This is an optimization exercise on Yosys and OpenROAD, whose aim is small area, not a production implementation. In this exercise RTL edits were held to simulation tests only and were not proved equivalent to the original. No activity file was given, so power comes from the tool's default toggle rates.

==> inputs of run a <==
// cpu_core
module cpu_core
(
	input logic clk,
	input logic reset,
	input logic [31:0] instr,
	output logic [31:0] pc,
	output logic [37:0] wb
);
export LEC_CHECK = 0
export CAP_MARGIN = 20
export CORE_MARGIN = 2
export CORE_UTILIZATION = 55
export CTS_CLUSTER_DIAMETER = 100
export CTS_CLUSTER_SIZE = 20
export GPL_TIMING_DRIVEN = 0
export SETUP_SLACK_MARGIN = 0.5
export SLEW_MARGIN = 20
export SYNTH_HIERARCHICAL = 1
create_clock -name core_clock -period 11.0 [get_ports {clk}]
standard.sh (not shown) runs the stock make flow with config.mk's settings and CLKGATE_MAP_FILE= SYNTH_SCRIPT=/design/flow/synth_recipe.tcl, a recipe that flattens the netlist after the stock synthesis.
==> flow/flow/run.sh <==
#!/bin/bash
# Standard synthesis, then the standard layout steps with two changes:
#  - the largest plain buffers are kept out of repair, so long nets get chains of
#    smaller buffers instead of a few very large ones;
#  - clock tree synthesis inserts no dummy loads.
set -uo pipefail
DU="sky130_fd_sc_hd__probe_p_8 sky130_fd_sc_hd__probec_p_8 sky130_fd_sc_hd__lpflow_bleeder_1 sky130_fd_sc_hd__lpflow_clkbufkapwr_1 sky130_fd_sc_hd__lpflow_clkbufkapwr_16 sky130_fd_sc_hd__lpflow_clkbufkapwr_2 sky130_fd_sc_hd__lpflow_clkbufkapwr_4 sky130_fd_sc_hd__lpflow_clkbufkapwr_8 sky130_fd_sc_hd__lpflow_clkinvkapwr_1 sky130_fd_sc_hd__lpflow_clkinvkapwr_16 sky130_fd_sc_hd__lpflow_clkinvkapwr_2 sky130_fd_sc_hd__lpflow_clkinvkapwr_4 sky130_fd_sc_hd__lpflow_clkinvkapwr_8 sky130_fd_sc_hd__lpflow_decapkapwr_12 sky130_fd_sc_hd__lpflow_decapkapwr_3 sky130_fd_sc_hd__lpflow_decapkapwr_4 sky130_fd_sc_hd__lpflow_decapkapwr_6 sky130_fd_sc_hd__lpflow_decapkapwr_8 sky130_fd_sc_hd__lpflow_inputiso0n_1 sky130_fd_sc_hd__lpflow_inputiso0p_1 sky130_fd_sc_hd__lpflow_inputiso1n_1 sky130_fd_sc_hd__lpflow_inputiso1p_1 sky130_fd_sc_hd__lpflow_inputisolatch_1 sky130_fd_sc_hd__lpflow_isobufsrc_1 sky130_fd_sc_hd__lpflow_isobufsrc_16 sky130_fd_sc_hd__lpflow_isobufsrc_2 sky130_fd_sc_hd__lpflow_isobufsrc_4 sky130_fd_sc_hd__lpflow_isobufsrc_8 sky130_fd_sc_hd__lpflow_isobufsrckapwr_16 sky130_fd_sc_hd__lpflow_lsbuf_lh_hl_isowell_tap_1 sky130_fd_sc_hd__lpflow_lsbuf_lh_hl_isowell_tap_2 sky130_fd_sc_hd__lpflow_lsbuf_lh_hl_isowell_tap_4 sky130_fd_sc_hd__lpflow_lsbuf_lh_isowell_4 sky130_fd_sc_hd__lpflow_lsbuf_lh_isowell_tap_1 sky130_fd_sc_hd__lpflow_lsbuf_lh_isowell_tap_2 sky130_fd_sc_hd__lpflow_lsbuf_lh_isowell_tap_4 sky130_fd_sc_hd__buf_12 sky130_fd_sc_hd__buf_16 sky130_fd_sc_hd__bufbuf_16"
CTS="-sink_clustering_enable -repair_clock_nets -sink_clustering_size 20 -sink_clustering_max_diameter 100 -dont_use_dummy_load"
bash standard.sh synth > make_synth.log 2>&1 || exit 1
bash standard.sh finish "DONT_USE_CELLS=$DU" "CTS_ARGS=$CTS" > make_finish.log 2>&1 || exit 1
==> run b: changes against run a <==
==> flow/run.sh (new file) <==
#!/bin/bash
# synth_recipe.tcl (not shown) runs the flow's synth.tcl, then flattens the netlist and writes it again
# the make line also repeats each setting of config.mk as NAME=value (left out here)
make -C /OpenROAD-flow-scripts/flow DESIGN_CONFIG=/design/flow/config.mk WORK_HOME=/design/flow/orfs CLKGATE_MAP_FILE= SYNTH_SCRIPT=/design/flow/synth_recipe.tcl finish
removed: flow/flow/run.sh
removed: flow/standard.sh
==> notes <==
Run a ran to the end with no violations. Run b finished clean.
Against run b, the critical path depth of run a is higher by 2.
Between run b and run a, the lower worst hold slack is in run a (gap 0.0021 ns).
Via count: run a is smaller than run b (about 1.5%).
Sequential power is about the same in run a and run b.
Of run a and run b, run b has the higher combinational power (gap about 6%, measured against run b).
Maximum frequency is about the same in run b and run a.
==> figures <==
| quantity | run b | run a |
|---|---|---|
| Result of the run | no timing/DRC/antenna violations | no timing/DRC/antenna violations |
| Power density cells | 208.8 nW/um^2 | 211.0 nW/um^2 |
| Net Sw Frac | 32.81% | 32.76% |
| Post-route setup slack | 0.3285 ns | 0.3195 ns |
| Average vias per placed instance | 7.582 | 7.505 |
| Worst-path fanout max | 18 | 11 |
| Combinational cell fraction of total power | 27.0% | 26.0% |
| Multi-input combinational cell area | 32020 um^2 | 31970 um^2 |
| Sequential share of cell area | 63.38% | 65.68% |
| Final cycle utilization of the critical path | 97.01% | 97.10% |
| Total combinational power | 0.00827 W | 0.00776 W |
| Non-clock buffer count | 850 | 815 |
| Number of non-filler instances in the completed layout | 10960 | 10900 |
| Place WS | -4.299 ns | -3.983 ns |

[re-timing with driven ports]
In the flow no input, the clock included, has a driving cell. The finished layouts below were timed again as built, in two steps.
Step 1 sets driving cells, clkbuf_16 on the clock port and buf_2 on the other inputs (assumed; they add their load-dependent delay and slew).
Step 2 times the ports against the registers' clock, not the clock port: input delays grow and output delays shrink by t, the midpoint of the rising clock arrivals with the driver on.
a / b / c = no drivers / after step 1 / after step 2; a / b = the first two.
run | shift t [ns] | setup slack, ns | worst data-port slew with drivers (ns)
run a | 0.913 | 0.319 / 0.267 / 0.267 | 0.16
run b | 0.956 | 0.328 / 0.299 / 0.299 | 0.21
After both steps every run listed still meets setup and hold. For run a, which loses most, drivers alone change the setup slack by -0.052 ns; drivers and shift together by -0.052 ns.
